From an optimization exercise on the open Yosys and OpenROAD flow, aimed at a short achievable clock period and few clock cycles per item; shortcuts taken in it are not production practice.
At most, simulation tests tie the RTL to the original design; equivalence was not proved.
Power and IR drop assume default switching activity.

## the previous run
// risc_top
module risc_top (
    input  logic         risc_clk,
    input  logic         risc_rst,         
    input  logic [15:0]  instr_i,
    input  logic         instr_valid_i,
    output logic         instr_ready_o,
    output logic         dmem_wr_en_o,
    output logic         dmem_rd_en_o,
    output logic [31:0]  dmem_addr_o,
    output logic [31:0]  dmem_wdata_o,
    input  logic [31:0]  dmem_rdata_i,     
    output logic         carry_o,
    output logic         zero_o
);
clock: 6.8 ns
lec_check: 0
abc_clock_period_in_ps: 2000
cap_margin: 20
core_margin: 2
core_utilization: 40
setup_slack_margin: 4.6
slew_margin: 20
tns_end_percent: 100
run.sh (not shown) runs the stock make flow with config.mk's settings and CLKGATE_MAP_FILE= SYNTH_SCRIPT=/design/flow/synth_recipe.tcl, a recipe that flattens the netlist after the stock synthesis.
Testbench counts of the previous run, summed over its fixed seeds: cycles 16,344, instructions 16,000.
Input changes introduced in the current run (baseline for comparison: the previous run):
-- flow/design.v --
<<< the previous run, line 100
        if (!risc_rst)
        begin
            rdy_q  <= 1'b0;      
            d_we   <= 1'b0;
            d_ld   <= 1'b0;
>>> the current run, line 100
        if (!risc_rst)
        begin
            rdy_q  <= 1'b1;
            d_we   <= 1'b0;
            d_ld   <= 1'b0;
<<< the previous run, line 140
    logic [31:0] ex_a, ex_b, ex_c;
    logic        ex_cld;             
    logic [32:0] sum;
    logic [31:0] lres;
    logic [31:0] alu;
    ks_add32 i_add (.a(ex_a), .b(ex_b), .ci(ex_sub), .s(sum[31:0]), .co(sum[32]));
    assign lres = (ex_lop == 2'd3) ? (ex_a & ex_b) :    
                  (ex_lop == 2'd0) ? (ex_a | ex_b) : (ex_a ^ ex_b);
    assign alu  = ex_logic ? lres : sum[31:0];
>>> the current run, line 140
    logic [31:0] ex_a, ex_b, ex_c;
    logic        ex_cld;             
    logic [31:0] bx;
    logic [32:0] sum;
    logic [31:0] lres;
    logic [31:0] alu;
    assign bx   = ex_b ^ {32{ex_sub}};
    assign sum  = {1'b0, ex_a} + {1'b0, bx} + {32'd0, ex_sub};
    assign lres = (ex_lop == 2'd3) ? (ex_a & ex_b) :
                  (ex_lop == 2'd0) ? (ex_a | ex_b) : (ex_a ^ ex_b);
    assign alu  = ex_logic ? lres : sum[31:0];
<<< the previous run, line 181
    assign a_nx = fwd(d_ra, ex_we, ex_rd, alu, m_we, m_rd, mval, rf(d_ra, rvalid));
    assign b_nx = d_useimm ? {{23{d_imms}}, d_imm}
                           : fwd(d_rb, ex_we, ex_rd, alu, m_we, m_rd, mval, rf(d_rb, rvalid)) ^ {32{d_sub}};
    assign c_nx = fwd(d_rc, ex_we, ex_rd, alu, m_we, m_rd, mval, rf(d_rc, rvalid));
    always_ff @(posedge risc_clk or negedge risc_rst)
>>> the current run, line 183
    assign a_nx = fwd(d_ra, ex_we, ex_rd, alu, m_we, m_rd, mval, rf(d_ra, rvalid));
    assign b_nx = d_useimm ? {{23{d_imms}}, d_imm}
                           : fwd(d_rb, ex_we, ex_rd, alu, m_we, m_rd, mval, rf(d_rb, rvalid));
    assign c_nx = fwd(d_rc, ex_we, ex_rd, alu, m_we, m_rd, mval, rf(d_rc, rvalid));
    always_ff @(posedge risc_clk or negedge risc_rst)
<<< the previous run, line 252
    assign dmem_wdata_o = m_wdata;
endmodule
module ks_add32 (
    input  logic [31:0] a,
    input  logic [31:0] b,
    input  logic        ci,
    output logic [31:0] s,
    output logic        co
);
    logic [31:0] p, x;
    logic [31:0] g [0:5];
    logic [31:0] t [0:5];
    assign x = a ^ b;
    always_comb
    begin
        g[0] = a & b;
        g[0][0] = (a[0] & b[0]) | ((a[0] | b[0]) & ci);
        t[0] = x;
        for (int l = 0; l < 5; l++)
        begin
            for (int i = 0; i < 32; i++)
            begin
                if (i >= (1 << l))
                begin
                    g[l+1][i] = g[l][i] | (t[l][i] & g[l][i - (1 << l)]);
                    t[l+1][i] = t[l][i] & t[l][i - (1 << l)];
                end
                else
                begin
                    g[l+1][i] = g[l][i];
                    t[l+1][i] = t[l][i];
                end
            end
        end
    end
    assign s  = x ^ {g[5][30:0], ci};
    assign co = g[5][31];
endmodule
>>> the current run, line 254
    assign dmem_wdata_o = m_wdata;
endmodule
Findings:
Placeable core area is higher on the current run
In the tables for the current run and the previous run, cell area after placement reads higher with the current run.
The previous run → the current run: part of the cycle the worst path needs moved up; design area moved up.
Row sequential cell fraction of total power: the current run lower / the previous run higher
Looking only at met2 layer wire length in the routed design, and setting everything else aside, the higher value of the current run and the previous run goes to the current run.
The current run against the previous run: maximum frequency shrank by 0.92%; weighted congestion at the end of routability-driven global placement lost about 4.4%.
dfxtp_4 as the critical path's slowest cell was reported by the current run, and a211o_4 by the previous run.
In the tables for the current run and the previous run, count of placed standard cells in the final layout, fillers left out reads lower with the previous run.
Number of nets in the final layout for the current run: 118 up relative to the previous run
Count of clock-buffer cells in the layout in the current run vs the previous run: down about 15%
Only the layout flow was run in the current run; the RTL was not checked for function there.

## what the ideal ports hide
No port has a modelled driver above. Below, the same layouts with a new extraction and two added sets of constraints.
Step 1 (the two cells are an assumption about what drives the block):
set clk [get_ports {risc_clk}]
set_driving_cell -lib_cell sky130_fd_sc_hd__clkbuf_16 $clk
set_driving_cell -lib_cell sky130_fd_sc_hd__buf_2 [delete_from_list [all_inputs] $clk]
Step 2 moves the port delays by t, midway between the first and last clock arrival at a register: inputs arrive t later, outputs are due t later. That takes back most of the time a late clock gives input paths.
Three values: no drivers, after step 1, after step 2; two values: the first two.
run	shift t [ns]	setup WS [ns]	hold slack, ns	worst register clock-pin slew, ns
the previous run	0.670	3.670 / 3.670 / 3.167	0.337 / 0.337 / 0.337	0.07 / 0.07
the current run	0.657	3.641 / 3.641 / 3.273	0.348 / 0.348 / 0.348	0.07 / 0.07
After both steps setup and hold are still met in every run listed. For the previous run, which loses most, drivers alone change the setup slack by 0.000 ns; drivers and shift together by -0.503 ns.
